What follows belongs to an exercise in optimizing a design on an open flow for a short achievable clock period and few clock cycles; a production flow would make more cautious choices.
RTL that was checked went through simulation tests only; none was proved equivalent to the original.
Power and IR drop assume default switching activity.

==> module rd_slice, before the edit <==
module rd_slice #(
    parameter int LO = 0,
    parameter int W  = 8
) (
    input  logic [11:0]  a,
    input  logic [W-1:0] mstatus,
    input  logic [W-1:0] mtvec,
    input  logic [W-1:0] mip,
    input  logic [W-1:0] mie,
    input  logic [W-1:0] mscratch,
    input  logic [W-1:0] mcause,
    input  logic [W-1:0] mtval,
    input  logic [W-1:0] mepc,
    input  logic [W-1:0] mcycle,
    input  logic [W-1:0] mhartid,
    input  logic [W-1:0] satp,
    output logic [W-1:0] rd
);
    localparam logic [W-1:0] M_STATUS = csr_pkg::MSTATUS_MASK[LO +: W];
    localparam logic [W-1:0] M_TVEC   = csr_pkg::MTVEC_MASK[LO +: W];
    localparam logic [W-1:0] M_IP     = csr_pkg::MIP_MASK[LO +: W];
    logic s_mstatus, s_mtvec, s_mip, s_mie, s_mscratch, s_mcause;
    logic s_mtval, s_mepc, s_mcycle, s_mhartid, s_satp;
    assign s_mstatus  = !a[2] && !a[6] && a[9] && !a[11];     
    assign s_mtvec    = a[0] && a[2];                         
    assign s_mip      = a[2] && a[6];                         
    assign s_mie      = !a[0] && a[2] && !a[6] && !a[10];     
    assign s_mscratch = !a[0] && !a[1] && !a[2] && a[6];      
    assign s_mcause   = !a[0] && a[1];                        
    assign s_mtval    = a[0] && a[1];                         
    assign s_mepc     = a[0] && !a[1] && a[6];                
    assign s_mcycle   = !a[4] && a[11];                       
    assign s_mhartid  = a[4];                                 
    assign s_satp     = a[7];                                 
    assign rd = ({W{s_mstatus}}  & mstatus & M_STATUS)
              | ({W{s_mtvec}}    & mtvec & M_TVEC)
              | ({W{s_mip}}      & mip & M_IP)
              | ({W{s_mie}}      & mie)
              | ({W{s_mscratch}} & mscratch)
              | ({W{s_mcause}}   & mcause)
              | ({W{s_mtval}}    & mtval)
              | ({W{s_mepc}}     & mepc)
              | ({W{s_mcycle}}   & mcycle)
              | ({W{s_mhartid}}  & mhartid)
              | ({W{s_satp}}     & satp);
endmodule
make LEC_CHECK=0 ABC_AREA=1 CAP_MARGIN=20 CORE_MARGIN=2 CORE_UTILIZATION=30 SETUP_SLACK_MARGIN=3.0 SLEW_MARGIN=20 SYNTH_HIERARCHICAL=1 SYNTH_MINIMUM_KEEP_SIZE=0 finish   # period 5.0 ns
run.sh (not shown) runs the stock make flow with config.mk's settings and CLKGATE_MAP_FILE= SYNTH_SCRIPT=/design/flow/synth_recipe.tcl, a recipe that flattens the netlist after the stock synthesis.
Then changed:
--- a/flow/design.v
+++ b/flow/design.v
@@ -219,15 +219,15 @@
     localparam logic [W-1:0] M_IP     = csr_pkg::MIP_MASK[LO +: W];
     logic s_mstatus, s_mtvec, s_mip, s_mie, s_mscratch, s_mcause;
     logic s_mtval, s_mepc, s_mcycle, s_mhartid, s_satp;
-    assign s_mstatus  = !a[2] && !a[6] && a[9] && !a[11];     
+    assign s_mstatus  = !a[2] && !a[6] && !a[7] && !a[11];    
     assign s_mtvec    = a[0] && a[2];                         
     assign s_mip      = a[2] && a[6];                         
-    assign s_mie      = !a[0] && a[2] && !a[6] && !a[10];     
+    assign s_mie      = !a[0] && a[2] && !a[6] && !a[11];     
     assign s_mscratch = !a[0] && !a[1] && !a[2] && a[6];      
     assign s_mcause   = !a[0] && a[1];                        
     assign s_mtval    = a[0] && a[1];                         
-    assign s_mepc     = a[0] && !a[1] && a[6];                
-    assign s_mcycle   = !a[4] && a[11];                       
+    assign s_mepc     = a[0] && !a[1] && !a[2];               
+    assign s_mcycle   = !a[2] && a[11];                       
     assign s_mhartid  = a[4];                                 
     assign s_satp     = a[7];                                 
     assign rd = ({W{s_mstatus}}  & mstatus & M_STATUS)
Result:
- The changed run finished with timing, DRC and antenna clean
- routed wire length fell by 3.2%
- cell count fell by 2.6%
- setup slack gains 0.14 ns
- global-route usage fell by 0.72 points
- power fell by 3.1%
- cell area fell by 1.5%
- count of clock-buffer cells in the layout fell by 8
- synthesized cell count fell by 1.2%
- clock power fell by 7.0%
- register-to-register slack gains 0.02 ns
- maximum frequency rose by 4.7%
- flip-flop and latch count does not change
- die area fell by 1.1%
Testbench counts after the change, summed over its fixed seeds: cycles 3,200.
The RTL of the first run of this note was laid out without a check of its function.

========
== run a ==
csr_top, a different RTL version from the one above (not shown whole).
Size: roughly 1900 cells after synthesis, roughly 570 I/O pins, about 17000 µm² of cells after synthesis.
==> module csr_exec, before the edit <==
module csr_exec (
    input  core_pkg::csr_req              req,
    input  logic                          trap_valid,
    input  logic                          mret_valid,
    input  csr_pkg::csr_pack              csrs,
    output logic [core_pkg::XLEN-1:0]     rd_data,
    output logic                          illegal,
    output logic [10:0]                   we,
    output logic [core_pkg::XLEN-1:0]     operand,
    output logic                          op_set,
    output logic                          op_clr
);
    logic [11:0] a;
    logic        known;
    logic        imm_form;
    logic        src_zero;
    logic        is_rw;
    logic        wr_ok;
    logic [10:0] hit;
    logic [10:0] rsel;
    assign a = req.addr;
    assign hit[10] = (a == csr_pkg::CSR_MSTATUS);
    assign hit[9]  = (a == csr_pkg::CSR_MTVEC);
    assign hit[8]  = (a == csr_pkg::CSR_MIP);
    assign hit[7]  = (a == csr_pkg::CSR_MIE);
    assign hit[6]  = (a == csr_pkg::CSR_MSCRATCH);
    assign hit[5]  = (a == csr_pkg::CSR_MCAUSE);
    assign hit[4]  = (a == csr_pkg::CSR_MTVAL);
    assign hit[3]  = (a == csr_pkg::CSR_MEPC);
    assign hit[2]  = (a == csr_pkg::CSR_MCYCLE);
    assign hit[1]  = (a == csr_pkg::CSR_MHARTID);
    assign hit[0]  = (a == csr_pkg::CSR_SATP);
    assign known   = |hit;
    assign illegal = req.valid && !known;
    logic g3, g30, g34;
    assign g3  = !a[11] && !a[7];
    assign g30 = g3 && !a[6];
    assign g34 = g3 && a[6];
    assign rsel[0]  = a[7];
    assign rsel[1]  = a[4];
    assign rsel[2]  = a[11] && !a[4];
    assign rsel[10] = g30 && !a[2] && !a[0];                
    assign rsel[7]  = g30 && a[2] && !a[0];                 
    assign rsel[9]  = g30 && a[0];                          
    assign rsel[6]  = g34 && !a[2] && !a[1] && !a[0];       
    assign rsel[3]  = g34 && !a[1] && a[0];                 
    assign rsel[5]  = g34 && a[1] && !a[0];                 
    assign rsel[4]  = g34 && a[1] && a[0];                  
    assign rsel[8]  = g34 && a[2];                          
    always_comb begin
        rd_data = ({32{rsel[10]}} & csrs.mstatus)
                | ({32{rsel[9]}}  & csrs.mtvec)
                | ({32{rsel[8]}}  & csrs.mip)
                | ({32{rsel[7]}}  & csrs.mie)
                | ({32{rsel[6]}}  & csrs.mscratch)
                | ({32{rsel[5]}}  & csrs.mcause)
                | ({32{rsel[4]}}  & csrs.mtval)
                | ({32{rsel[3]}}  & csrs.mepc)
                | ({32{rsel[2]}}  & csrs.mcycle)
                | ({32{rsel[1]}}  & csrs.mhartid)
                | ({32{rsel[0]}}  & csrs.satp);
    end
    assign imm_form = (req.op == core_pkg::CSR_RWI) || (req.op == core_pkg::CSR_RSI) ||
                      (req.op == core_pkg::CSR_RCI);
    assign is_rw    = (req.op == core_pkg::CSR_RW) || (req.op == core_pkg::CSR_RWI);
    assign op_set   = (req.op == core_pkg::CSR_RS) || (req.op == core_pkg::CSR_RSI);
    assign op_clr   = (req.op == core_pkg::CSR_RC) || (req.op == core_pkg::CSR_RCI);
    assign operand  = imm_form ? {{(core_pkg::XLEN-5){1'b0}}, req.zimm} : req.rs1_data;
    assign src_zero = imm_form ? (req.zimm == 5'd0) : req.rs1_zero;
    assign wr_ok = req.valid && !trap_valid && !mret_valid && !(src_zero && !is_rw);
    assign we    = hit & {11{wr_ok}};
endmodule
Settings: LEC_CHECK=0, CAP_MARGIN=20, CORE_MARGIN=2, CORE_UTILIZATION=35, SETUP_SLACK_MARGIN=3.0, SLEW_MARGIN=20; clock period 5.0 ns.
Testbench counts of run a, summed over its fixed seeds: cycles 3,200.
Here is what was changed in the inputs of run b compared with run a.
diff --git a/flow/design.v b/flow/design.v
--- a/flow/design.v
+++ b/flow/design.v
@@ -163,21 +163,17 @@
     assign hit[0]  = (a == csr_pkg::CSR_SATP);
     assign known   = |hit;
     assign illegal = req.valid && !known;
-    logic g3, g30, g34;
-    assign g3  = !a[11] && !a[7];
-    assign g30 = g3 && !a[6];
-    assign g34 = g3 && a[6];
-    assign rsel[0]  = a[7];
-    assign rsel[1]  = a[4];
-    assign rsel[2]  = a[11] && !a[4];
-    assign rsel[10] = g30 && !a[2] && !a[0];                
-    assign rsel[7]  = g30 && a[2] && !a[0];                 
-    assign rsel[9]  = g30 && a[0];                          
-    assign rsel[6]  = g34 && !a[2] && !a[1] && !a[0];       
-    assign rsel[3]  = g34 && !a[1] && a[0];                 
-    assign rsel[5]  = g34 && a[1] && !a[0];                 
-    assign rsel[4]  = g34 && a[1] && a[0];                  
-    assign rsel[8]  = g34 && a[2];                          
+    assign rsel[10] = !a[2] && !a[6] && !a[7] && !a[11];    
+    assign rsel[9]  = a[0] && a[2];                         
+    assign rsel[8]  = a[2] && a[6];                         
+    assign rsel[7]  = !a[0] && a[2] && !a[6] && !a[11];     
+    assign rsel[6]  = !a[0] && !a[1] && !a[2] && a[6];      
+    assign rsel[5]  = !a[0] && a[1];                        
+    assign rsel[4]  = a[0] && a[1];                         
+    assign rsel[3]  = a[0] && !a[1] && !a[2];               
+    assign rsel[2]  = !a[2] && a[11];                       
+    assign rsel[1]  = a[4];                                 
+    assign rsel[0]  = a[7];                                 
     always_comb begin
         rd_data = ({32{rsel[10]}} & csrs.mstatus)
                 | ({32{rsel[9]}}  & csrs.mtvec)
### Flow results
The final layouts of run b and run a pass the timing, DRC and antenna checks. Taking run a as the reference point, the achievable clock frequency of run b falls by 2.0%. Looking at combinational group share of total power across run b and run a, the one that comes out lower is run a. When run b is set beside run a, its post-route worst setup slack turns out to be 74 ps smaller. Run b vs. run a: first-iteration DRC count now smaller, total power now larger, number of clock buffer instances in the layout now smaller. Compared to run a, the router laid down more metal wire for run b. Run a has higher proportion of power drawn by the clock network than run b. Lower multi-input gate share of the layout cell area was reported by run b, not run a. Against run a, clock period minus worst slack in run b came out worse. Relative to run a, non-clock buffer count increased by 3.5% in run b.
Function not checked in run b: the RTL went through the layout flow alone.

-- separate check: timing with driven ports --
The flow's constraints put no driver on any port. The routed layouts listed below were extracted and timed again, unchanged, in two steps. Step 1 (the two cells are an assumption about what drives the block):
set clk [get_ports {clk}]
set_driving_cell -lib_cell sky130_fd_sc_hd__clkbuf_16 $clk
set_driving_cell -lib_cell sky130_fd_sc_hd__buf_2 [delete_from_list [all_inputs] $clk]
Step 2 adds t to the input delays and takes it off the output delays; t is the mean of the earliest and latest rising clock arrival at the registers after step 1. Input paths then give back, and output paths get back, about the clock's delay inside the block. a / b / c = no drivers / after step 1 / after step 2; a / b = the first two.
run | t, ns | slack for setup (ns) | cell pins on the clock port's net
the first run of note 1 | 0.625 | 1.793 / 1.696 / 1.334 | 1
the second run of note 1 | 0.621 | 1.936 / 1.706 / 1.349 | 1
run a | 0.637 | 1.453 / 1.378 / 1.038 | 1
run b | 0.631 | 1.380 / 1.232 / 1.232 | 1
After both steps setup and hold are still met in every run listed. For the second run of note 1, which loses most, drivers alone change the setup slack by -0.230 ns; drivers and shift together by -0.587 ns.
